Source: an optimization exercise on an open RTL-to-GDS flow (aim: small area). Production flows keep margins and buffers that such runs may drop.
The RTL was checked by simulation tests, not by an equivalence proof against the original design.
Power and IR drop assume default switching activity.

## trap_unit
module trap_unit (
  input  logic                               clk,
  input  logic                               reset,
  input  logic                               stall_n,
  input  logic                               hold_flag,
  input  logic                               exception_if,
  input  logic [3:0]                         cause_if,
  input  logic                               exception_id,
  input  logic [3:0]                         cause_id,
  input  logic [trap_pkg::xlen-1:0]          pc_id_ex,
  input  logic                               jump_en,
  input  logic [trap_pkg::xlen-1:0]          jump_addr,
  input  logic                               csr_valid,
  input  logic                               csr_write,
  input  logic [11:0]                        csr_addr,
  input  logic [trap_pkg::xlen-1:0]          csr_wdata,
  input  logic                               mret,
  input  logic [trap_pkg::ext_irq_lines-1:0] irq_lines,
  output logic [trap_pkg::xlen-1:0]          csr_rdata,
  output logic                               trap_taken,
  output logic [trap_pkg::xlen-1:0]          trap_target,
  output logic                               any_interrupt
);
Size: ~1700 cells after synthesis, roughly 320 flip-flops, about 200 I/O pins, roughly 15000 um2 of cells after synthesis.
clock: 5.5 ns
lec_check: 0
cap_margin: 20
core_margin: 2
core_utilization: 40
slew_margin: 20
standard.sh (not shown) runs the stock make flow with config.mk's settings and CLKGATE_MAP_FILE= SYNTH_SCRIPT=/design/flow/synth_recipe.tcl, a recipe that flattens the netlist after the stock synthesis.
==> flow/flow/run.sh <==
#!/bin/bash
# Own flow: the standard layout (standard.sh) with
#  - port buffers made from the smallest buffer cell (buf_1),
#  - a clock tree without dummy loads,
#  - (if flow/area.abc exists) an area-oriented ABC mapping script in the synthesis.
# Each tool's output is logged in this folder (standard_flow.log, and ORFS's own logs under orfs/logs).
set -euo pipefail
W=$(pwd)
export OWN_WORK=$W
export OWN_ABC_SCRIPT=$W/flow/area.abc
export BUFFER_PORTS_ARGS="-buffer_cell sky130_fd_sc_hd__buf_1"
export CTS_ARGS="-sink_clustering_enable -repair_clock_nets -dont_use_dummy_load -buf_list sky130_fd_sc_hd__clkbuf_8 -sink_clustering_size 14 -sink_buffer_max_cap_derate 1.0 -sink_clustering_max_diameter 100"
bash standard.sh "SYNTH_SCRIPT=$W/flow/synth_wrap.tcl" "BUFFER_PORTS_ARGS=$BUFFER_PORTS_ARGS" "CTS_ARGS=$CTS_ARGS"  finish > standard_flow.log 2>&1
==> flow/flow/area.abc <==
strash
&get -n
&st
&syn2
&synch2
&dch
&nf -R 20
&put
topo
stime -c
==> flow/flow/synth_wrap.tcl <==
# The standard flow's synthesis script with Yosys's abc call given the area-oriented ABC script in
# flow/area.abc; every other step (registers included) is the standard synthesis's.
proc abc {args} {
  set i [lsearch -exact $args -script]
  if {$i >= 0} { lset args [expr {$i + 1}] $::env(OWN_ABC_SCRIPT) }
  yosys abc {*}$args
}
source $::env(OWN_WORK)/synth_recipe.tcl
Rerun with:
==> flow/flow/area.abc (replaced) <==
strash
&get -n
&st
&dch
&nf
&put
topo
stime -c
CORE_UTILIZATION = 50   (was 40)
=> The new run ran to the end with no violations; routed wire length rose by 0.36%; design area came out lower by 1.1%; clock-buffer cell count stays the same; die area decreases by 19%; hold slack is worse by 0.018 ns; first-iteration DRC count came out lower by 9.0%; worst setup slack improves by 0.13 ns; non-clock buffer count fell by 13.
Rerun with:
CORE_UTILIZATION = 40   (was 50)
Result: Global-route usage went down by 6.2 points; final cell count grows by 3.0%; combinational power barely changes; critical path depth stays the same; design area is higher by 0.43%; power barely changes; setup slack improved by 0.0046 ns; sequential share of layout area shrinks by 0.16 points; clock skew hardly moves.
Rerun with:
--- a/flow/flow/run.sh
+++ b/flow/flow/run.sh
@@ -10,4 +10,4 @@
 export OWN_ABC_SCRIPT=$W/flow/area.abc
 export BUFFER_PORTS_ARGS="-buffer_cell sky130_fd_sc_hd__buf_1"
-export CTS_ARGS="-sink_clustering_enable -repair_clock_nets -dont_use_dummy_load -buf_list sky130_fd_sc_hd__clkbuf_8 -sink_clustering_size 14 -sink_buffer_max_cap_derate 1.0 -sink_clustering_max_diameter 100"
+export CTS_ARGS="-sink_clustering_enable -repair_clock_nets -dont_use_dummy_load -buf_list sky130_fd_sc_hd__clkbuf_8 -sink_clustering_size 16 -sink_buffer_max_cap_derate 1.0 -sink_clustering_max_diameter 100"
 bash standard.sh "SYNTH_SCRIPT=$W/flow/synth_wrap.tcl" "BUFFER_PORTS_ARGS=$BUFFER_PORTS_ARGS" "CTS_ARGS=$CTS_ARGS"  finish > standard_flow.log 2>&1
=> Synthesized cell count stays the same; critical path depth is unchanged; die area does not change; non-clock buffer count does not change; wire length stays flat.
Rerun with:
--- a/flow/flow/run.sh
+++ b/flow/flow/run.sh
@@ -10,4 +10,4 @@
 export OWN_ABC_SCRIPT=$W/flow/area.abc
 export BUFFER_PORTS_ARGS="-buffer_cell sky130_fd_sc_hd__buf_1"
-export CTS_ARGS="-sink_clustering_enable -repair_clock_nets -dont_use_dummy_load -buf_list sky130_fd_sc_hd__clkbuf_8 -sink_clustering_size 16 -sink_buffer_max_cap_derate 1.0 -sink_clustering_max_diameter 100"
+export CTS_ARGS="-sink_clustering_enable -repair_clock_nets -dont_use_dummy_load -buf_list sky130_fd_sc_hd__clkbuf_8 -sink_clustering_size 14 -sink_buffer_max_cap_derate 1.0 -sink_clustering_max_diameter 100"
 bash standard.sh "SYNTH_SCRIPT=$W/flow/synth_wrap.tcl" "BUFFER_PORTS_ARGS=$BUFFER_PORTS_ARGS" "CTS_ARGS=$CTS_ARGS"  finish > standard_flow.log 2>&1
==> flow/flow/area.abc (replaced) <==
strash
&get -n
&st
&dch
&nf
&st
&dch
&nf
&put
topo
stime -c
Outcome:
- The changed run finished with timing, DRC and antenna clean
- final area came out higher by about 0.33%
- sequential cell count is unchanged
- worst setup slack degrades by 0.18 ns
- clock-buffer cell count came out higher by 3

[afterwards: timing with drivers on the ports]
The flow's constraints put no driver on any port. The routed layouts listed below were extracted and timed again, unchanged, in two steps.
Step 1: set_driving_cell puts a clkbuf_16 on clk and a buf_2 on each other input, an assumption about the parent block.
Step 2 adds t to the input delays and takes it off the output delays; t is the mean of the earliest and latest rising clock arrival at the registers after step 1. Input paths then give back, and output paths get back, about the clock's delay inside the block.
a / b / c = ideal ports / drivers / drivers and shift; a / b = the first two.
| run | shift t [ns] | slack for setup (ns) | hold WS [ns] | worst setup path after step 2 |
|---|---|---|---|---|
| the first run | 0.641 | 0.091 / 0.043 / 0.255 | 0.476 / 0.476 / 0.476 | input to register |
| the second run | 0.647 | 0.222 / 0.172 / 0.291 | 0.458 / 0.458 / 0.458 | input to register |
| the third run | 0.633 | 0.227 / 0.176 / 0.317 | 0.446 / 0.446 / 0.446 | input to register |
| the fourth run | 0.626 | 0.259 / 0.209 / 0.282 | 0.442 / 0.442 / 0.442 | input to register |
| the fifth run | 0.627 | 0.083 / 0.037 / 0.044 | 0.474 / 0.474 / 0.474 | input to register |
After both steps every run listed still meets setup and hold. For the fifth run, which loses most, drivers alone change the setup slack by -0.046 ns; drivers and shift together by -0.039 ns.
